Context: an optimization exercise on an open-source flow, tuned for small area. The choices shown serve that exercise and are no tape-out recipe. The RTL was checked by simulation tests, not by an equivalence proof against the original design. Power figures rest on the tool's default switching activity, not on a simulated workload.

--- flow/constraint.sdc ---
create_clock -name core_clock -period 6.0 [get_ports {clk}]
set_input_delay 1.2000 -clock core_clock [delete_from_list [all_inputs] [get_ports {clk}]]
set_output_delay 1.2000 -clock core_clock [all_outputs]
set_load 0.01 [all_outputs]
--- flow/run.sh ---
#!/bin/bash
# synth_recipe.tcl (not shown) runs the flow's synth.tcl, then flattens the netlist and writes it again
# the make line also repeats each setting of config.mk as NAME=value (left out here)
make -C /OpenROAD-flow-scripts/flow DESIGN_CONFIG=/design/flow/config.mk WORK_HOME=/design/flow/orfs CLKGATE_MAP_FILE= SYNTH_SCRIPT=/design/flow/synth_recipe.tcl finish
--- flow/design.v ---
package cpu_pkg;
    typedef logic [32-1:0]       word_t;
    typedef logic [5-1:0] reg_addr_t;
endpackage
`timescale 1ns/1ps
module instr_decoder (
    input  cpu_pkg::word_t instr,
    input  logic           instr_valid,
    output logic           reg_write,   
    output logic           is_imm,      
    output logic           is_lui       
);
    logic [6:0] opcode;
    logic [2:0] funct3;
    logic [6:0] funct7;
    logic       f7_base;
    logic       f7_alt;
    logic       supported;
    assign opcode  = instr[6:0];
    assign funct3  = instr[14:12];
    assign funct7  = instr[31:25];
    assign f7_base = (funct7 == 7'b0000000);
    assign f7_alt  = (funct7 == 7'b0100000);
    assign is_imm = (opcode == 7'b0010011);
    assign is_lui = (opcode == 7'b0110111);
    always_comb begin
        case (opcode)
            7'b0110011: supported = f7_base ||
                                    (f7_alt && ((funct3 == 3'b000) || (funct3 == 3'b101)));
            7'b0010011: begin
                case (funct3)
                    3'b001:     supported = f7_base;
                    3'b101: supported = f7_base || f7_alt;
                    default:     supported = 1'b1;
                endcase
            end
            7'b0110111:   supported = 1'b1;
            default:    supported = 1'b0;
        endcase
    end
    assign reg_write = instr_valid && supported && (instr[11:7] != '0);
endmodule
`timescale 1ns/1ps
module rf_bit_next (
    input  logic we,
    input  logic we_n,
    input  logic d,
    input  logic q,
    output logic nxt
);
    assign nxt = (we & d) | (we_n & q);
endmodule
module rf_read3 (
    input  logic [2:0] sel,
    input  logic [2:0] q,
    output logic       y_n
);
    assign y_n = !(|(sel & q));
endmodule
module register_file (
    input  logic               clk,
    input  logic               arst_n,
    input  cpu_pkg::reg_addr_t rs1_addr,
    input  logic               rs1_en,
    input  cpu_pkg::reg_addr_t rs2_addr,
    input  logic               rs2_en,
    output cpu_pkg::word_t     rs1_data,
    output cpu_pkg::word_t     rs2_data,
    input  logic               we,
    input  cpu_pkg::reg_addr_t waddr,
    input  cpu_pkg::word_t     wdata
);
    localparam int N = 32;
    localparam int W = 32;
    logic [W-1:0] regs  [1:N-1];
    logic [W-1:0] nxt   [1:N-1];
    logic [N-1:1] written;
    logic [N-1:1] wsel;
    logic [N-1:1] wsel_n;
    logic [N-1:1] sel1;
    logic [N-1:1] sel2;
    always_comb begin
        for (int i = 1; i < N; i++) begin
            wsel[i]   = we && (waddr == i[4:0]);
            wsel_n[i] = !(we && (waddr == i[4:0]));
            sel1[i]   = rs1_en && written[i] && (rs1_addr == i[4:0]);
            sel2[i]   = rs2_en && written[i] && (rs2_addr == i[4:0]);
        end
    end
    always_ff @(posedge clk or negedge arst_n) begin
        if (!arst_n) begin
            written <= '0;
        end else begin
            written <= written | wsel;
        end
    end
    for (genvar i = 1; i < N; i++) begin : g_row
        for (genvar b = 0; b < W; b++) begin : g_bit
            rf_bit_next u_nxt (
                .we   (wsel[i]),
                .we_n (wsel_n[i]),
                .d    (wdata[b]),
                .q    (regs[i][b]),
                .nxt  (nxt[i][b])
            );
        end
        always_ff @(posedge clk) begin
            regs[i] <= nxt[i];
        end
    end
    for (genvar b = 0; b < W; b++) begin : g_col
        logic [10:0] g1_n;
        logic [10:0] g2_n;
        for (genvar g = 0; g < 10; g++) begin : g_grp
            logic [2:0] q3;
            assign q3 = {regs[3*g+3][b], regs[3*g+2][b], regs[3*g+1][b]};
            rf_read3 u_r1 (.sel(sel1[3*g+3:3*g+1]), .q(q3), .y_n(g1_n[g]));
            rf_read3 u_r2 (.sel(sel2[3*g+3:3*g+1]), .q(q3), .y_n(g2_n[g]));
        end
        assign g1_n[10] = !(sel1[N-1] && regs[N-1][b]);
        assign g2_n[10] = !(sel2[N-1] && regs[N-1][b]);
        assign rs1_data[b] = !(&g1_n);
        assign rs2_data[b] = !(&g2_n);
    end
endmodule
`timescale 1ns/1ps
module execute_stage (
    input  logic [31:7]    ins,       
    input  logic           is_imm,
    input  logic           is_lui,
    input  cpu_pkg::word_t rs1_data,  
    input  cpu_pkg::word_t rs2_data,  
    output cpu_pkg::word_t result
);
    logic [2:0]     f3;
    logic           alt;
    logic           is_reg;
    logic           sub;
    logic           arith;
    cpu_pkg::word_t imm;
    cpu_pkg::word_t a;
    cpu_pkg::word_t b;
    cpu_pkg::word_t bx;
    logic [33:0]    t;
    cpu_pkg::word_t sum;
    logic           lt;
    logic [4:0]     shamt;
    logic           left;
    cpu_pkg::word_t sh_in;
    logic [32:0]    sh_wide;
    cpu_pkg::word_t shr;
    cpu_pkg::word_t sh_out;
    assign f3     = ins[14:12];
    assign alt    = ins[30];
    assign is_reg = !is_imm && !is_lui;
    assign sub = !is_lui && ((is_reg && (f3 == 3'b000) && alt) ||
                             (f3 == 3'b010) || (f3 == 3'b011));
    assign imm = is_lui ? {ins[31:12], 12'b0} : {{20{ins[31]}}, ins[31:20]};
    assign a   = rs1_data;
    assign b   = is_reg ? rs2_data : imm;
    assign bx  = b ^ {32{sub}};
    assign t   = {1'b0, a, 1'b1} + {1'b0, bx, sub};
    assign sum = t[32:1];
    assign lt  = (f3[0] ? 1'b1 : (a[31] ^ bx[31])) ^ t[33];
    assign shamt = b[4:0];
    assign left  = (f3 == 3'b001);
    assign arith = alt && a[31];
    always_comb begin
        for (int i = 0; i < 32; i++) begin
            sh_in[i] = left ? a[31-i] : a[i];
        end
    end
    assign sh_wide = $signed({arith && !left, sh_in}) >>> shamt;
    assign shr     = sh_wide[31:0];
    always_comb begin
        for (int i = 0; i < 32; i++) begin
            sh_out[i] = left ? shr[31-i] : shr[i];
        end
    end
    always_comb begin
        if (is_lui) begin
            result = sum;
        end else begin
            case (f3)
                3'b000:          result = sum;
                3'b001, 3'b101: result = sh_out;
                3'b010, 3'b011:    result = {31'b0, lt};
                3'b100:              result = a ^ b;
                3'b110:               result = a | b;
                default:              result = a & b;
            endcase
        end
    end
endmodule
`timescale 1ns/1ps
module rv_alu_core (
    input  logic           clk,
    input  logic           arst_n,
    input  cpu_pkg::word_t instr,
    input  logic           instr_valid,
    output logic [37:0]    retire
);
    logic           dec_write;
    logic           dec_imm;
    logic           dec_lui;
    logic           s1_v;
    logic           s1_imm;
    logic           s1_lui;
    logic [31:7]    s1_ins;
    cpu_pkg::word_t rs1_data;
    cpu_pkg::word_t rs2_data;
    cpu_pkg::word_t result;
    logic           r_v;
    logic [4:0]     r_rd;
    cpu_pkg::word_t r_data;
    instr_decoder dec0 (
        .instr       (instr),
        .instr_valid (instr_valid),
        .reg_write   (dec_write),
        .is_imm      (dec_imm),
        .is_lui      (dec_lui)
    );
    always_ff @(posedge clk or negedge arst_n) begin
        if (!arst_n) begin
            s1_v <= 1'b0;
        end else begin
            s1_v <= dec_write;
        end
    end
    always_ff @(posedge clk) begin
        s1_imm <= dec_imm;
        s1_lui <= dec_lui;
        s1_ins <= instr[31:7];
    end
    register_file rf0 (
        .clk      (clk),
        .arst_n   (arst_n),
        .rs1_addr (s1_ins[19:15]),
        .rs1_en   (!s1_lui),
        .rs2_addr (s1_ins[24:20]),
        .rs2_en   (!s1_imm && !s1_lui),
        .rs1_data (rs1_data),
        .rs2_data (rs2_data),
        .we       (s1_v),
        .waddr    (s1_ins[11:7]),
        .wdata    (result)
    );
    execute_stage ex0 (
        .ins      (s1_ins),
        .is_imm   (s1_imm),
        .is_lui   (s1_lui),
        .rs1_data (rs1_data),
        .rs2_data (rs2_data),
        .result   (result)
    );
    always_ff @(posedge clk or negedge arst_n) begin
        if (!arst_n) begin
            r_v <= 1'b0;
        end else begin
            r_v <= s1_v;
        end
    end
    always_ff @(posedge clk) begin
        r_rd   <= s1_ins[11:7];
        r_data <= result;
    end
    assign retire = {r_v, r_rd, r_data};
endmodule
--- flow/config.mk ---
export PLATFORM = sky130hd
export DESIGN_NAME = rv_alu_core
export DESIGN_NICKNAME = rv_alu_core
export VERILOG_FILES = /design/flow/design.v
export SDC_FILE = /design/flow/constraint.sdc
export NUM_CORES = 4
export LEC_CHECK = 0
export CAP_MARGIN = 20
export CORE_MARGIN = 2
export CORE_UTILIZATION = 50
export SLEW_MARGIN = 20
export SYNTH_HIERARCHICAL = 1
export SYNTH_MINIMUM_KEEP_SIZE = 0
==> run notes <==
-- per-module statistics from Yosys, one instance, submodules excluded --
module / cells / copies in the design / flops+latches
execute_stage: 1109 / 1 / 0
instr_decoder: 19 / 1 / 0
register_file: 1491 / 1 / 1023
rf_bit_next: 1 / 992 / 0
rf_read3: 1 / 640 / 0
rv_alu_core: 69 / 1 / 66
-- per-layer routing --
metal,part of all wire,up-vias,global-route usage
met1,0.37,24300,0.604
met2,0.41,4432,0.653
met3,0.15,878,0.134
met4,0.075,8,0.281
met5,0.00020,-,0
li1,-,20300,-
-- through the flow --
stage	hold slack, ns	total power [mW]	TNS [ns]	instances	area (um2)
after floorplan	0.368	7.76	0	4320	47800
final	0.418	15.3	-1.67	6339	59400
after global placement	0.387	8.17	-2.72	6088	54700
after detailed placement	0.390	8.17	-5.91	6088	54700
after global routing	0.420	15.6	-8.77	6337	59400
after CTS	0.402	15.3	0	6296	58500
-- final timing paths --
check / startpoint / end
setup / recovery: s1_ins[17] / rf0.regs[15][28]
hold / removal: s1_ins[9] / r_rd[2]
setup reg to reg: s1_ins[17] / rf0.regs[15][28]
hold reg to reg: s1_ins[9] / r_rd[2]
max in group asynchronous: arst_n / rf0.written[6]
min in group asynchronous: arst_n / r_v
-- sequential cells by signal (all words and copies together), names as in the netlist --
signal,cells
s1_imm,1
r_v,1
rf0.written,31
r_rd,5
s1_v,1
rf0.regs,992
r_data,32
s1_lui,1
s1_ins,25
-- synthesized netlist by cell type (all sizes together), types with 7 or more instances --
master | number | area [um2]
dfxtp | 1056 | 21100
a22o | 997 | 8730
a222oi | 640 | 6410
nand2 | 182 | 683
nand4 | 138 | 863
inv | 132 | 495
nor2 | 131 | 492
mux2i | 124 | 1290
ha | 96 | 1200
a21oi | 95 | 475
o21ai | 81 | 405
and3 | 72 | 460
a2111o | 64 | 721
clkbuf | 60 | 225
nand2b | 43 | 269
buf | 40 | 284
a31oi | 35 | 219
dfrtp | 33 | 826
mux2 | 22 | 248
nand3 | 22 | 110
xnor2 | 22 | 193
a21o | 16 | 120
nor3 | 15 | 75.1
o221ai | 14 | 123
xor2 | 14 | 123
o211ai | 13 | 97.6
a22oi | 12 | 90.1
a211oi | 11 | 82.6
o21bai | 9 | 67.6
nor2b | 8 | 50.1
a32oi | 7 | 61.3
o22ai | 7 | 43.8
-- cells by family (layout without fill, tap and decap cells) --
kind of cell / after synthesis / after routing / synth area share
other: 0 / 2 / 0
flip-flops: 1089 / 1089 / 0.461
XOR/XNOR: 36 / 36 / 0.00661
multiplexers: 152 / 152 / 0.0350
buffers and inverters: 232 / 981 / 0.0211
AND/OR/NAND/NOR: 652 / 655 / 0.0701
adder cells (fa/ha/maj): 96 / 96 / 0.0252
AO/OA/AOI/OAI: 2063 / 2063 / 0.381
-- where the power goes --
group          leakage [nW]  internal [mW]  total (mW)  switching, mW
combinational          13.4          0.263       0.749          0.486
clock                  1.87           4.16        7.28           3.12
sequential             8.98           7.28        7.32         0.0433
-- final cells by class --
type	count	area share
multi-input cells	3002	0.430
flip-flops and latches	1089	0.370
repair buffers	641	0.101
clock buffers	166	0.0550
well taps	1265	0.0267
clock inverters	42	0.00881
inverters	132	0.00835
diodes	2	0.0000843
-- what timing repair did --
item / 4_1_cts / 5_1_grt
resized for setup: 3 / 101
pin swaps: 2 / 69
cloned: 0 / 10
hold buffers: 0 / 0
endpoints found under the hold margin: 0 / 0
endpoints found under the setup margin: 113 / 714
setup buffers: 0 / 31
==> results.cfg <==
[synth]
async_reset_ff_frac = 0.0303
synth_area_um2 = 47700
yosys_warnings = 13
ys_ff_latch = 1089
synth_cell_types = 81
ys.flop_type = dfxtp_1
synth-seq-area-share = 0.461
syn_area_per_cell_um2 = 11.0
synth_cells = 4320
synth_edf_count = 0
syn-num-nets = 4451

[cells_and_area]
flow.area_growth_from_synthesis_pct = 24.5
fillers = 7831
layout_commonest_cell = dfxtp_1
layout-drive-gt1-share = 0.188
multi_input_area_um2 = 25500
fin_util = 0.627
final_cell_mix = 1047 x dfxtp_1, 997 x a22o_1, 640 x a222oi_1
ff_latch_area_um2 = 22000
final_nets = 5109

[global_routing]
grt_max_degree = 55
grt_pass1_vias = 45700
grt.overflow.total = 0
grt_pass1_wl_mm = 331
antenna_found_initial = 7
grt_usage = 0.456

[place]
place_ws_ns = -0.132
port-buffer-count = 72
dpl.hpwl_mm = 155
routabilityCongestion = 1.05

[setup_path]
cp.depth = 17
crit_family = compound AO/OA/AOI/OAI gates
cp.arrival_ns = 6.64
cp_cell_sequence = nor2_1 > and3_2 > buf_4 > a222oi_1 > nand4_1 > a2111o_1 > mux2i_1 > mux2i_1 > mux2i_1 > mux2i_1 > a22o_1 > a221oi_2 > buf_4 > o21ai_1 > or3_4 > buf_12 > a22o_1
crit_required_ns = 6.57
reg2reg_depth = 17
cp_slowest_cell = a2111o_1
crit_path_max_fanout = 23
crit_buf_inv = 3
cp_common_cell = mux2i_1
worst-setup-path-type = reg2reg
cp-start-kind = flip-flop
critPathCaptureType = flip-flop
reg2reg_slack_ns = -0.07
cpPeakStageDelay_ns = 0.60

[power_and_ir_drop]
peakVddDrop_mv = 0.245
p_leak_nw = 24.3
power.density_nw_per_um2 = 259

[timing]
fin_crit_ns = 6.07
relSlewSlack = 0.214
drv_slew = 0
skew_ns = 0.0661
hold_viol = 0
setup_viol = 52
fin_ws_ns = -0.0708
period_share = 1.01
tightestPinTransition_ns = 1.17
fmax_mhz = 165

[clocking]
clk_path_buf_depth = 3
ctsHtreeMaxLevel = 3
clkTransAtPathRegs_ns = 0.06
cts_root_buf = clkbuf_16
cts.sinks = 1089
clk_latency_ns = 0.74
cts-buffers-inserted = 112
cts_tree = yes

[drt]
wl_per_cell_um = 37.7
ant_nets = 0
drt_pre_antenna_iters = 15
drcViolationCount = 0
vias = 49900
drtIter0Drc = 12500
wirelength_mm = 239
vias_per_cell = 7.87

[flow_run]
drv_cap = 0

[floorplan]
core_area_um2 = 94700
die_area_um2 = 97900
die_x_um = 313
row_count = 113
ios = 73
initial_core_util = 0.503
die_height_um = 313

[outcome]
status = complete, but fails checks
so_faults = setup timing

[worst_hold_path]
holdCritPathClass = reg2reg
hold_path_depth = 0

what the ideal ports hide:
How much do the figures lean on ideal ports? The routed layout below was timed once more, with nothing changed but the port constraints. Step 1 sets driving cells, clkbuf_16 on the clock port and buf_2 on the other inputs (assumed; they add their load-dependent delay and slew). Step 2, shift: input delay + t, output delay - t, t = (earliest + latest rising clock arrival at the registers) / 2. This alone moves slack from input paths to output paths. a / b / c = ideal / step 1 / step 2; a / b = the first two.
shift t [ns]: 0.789
setup slack, ns: -0.071 / -0.071 / -0.071
worst slew at a driven data input, ns: 0.05
For this run, drivers alone change the setup slack by 0.000 ns; drivers and shift together by 0.000 ns.
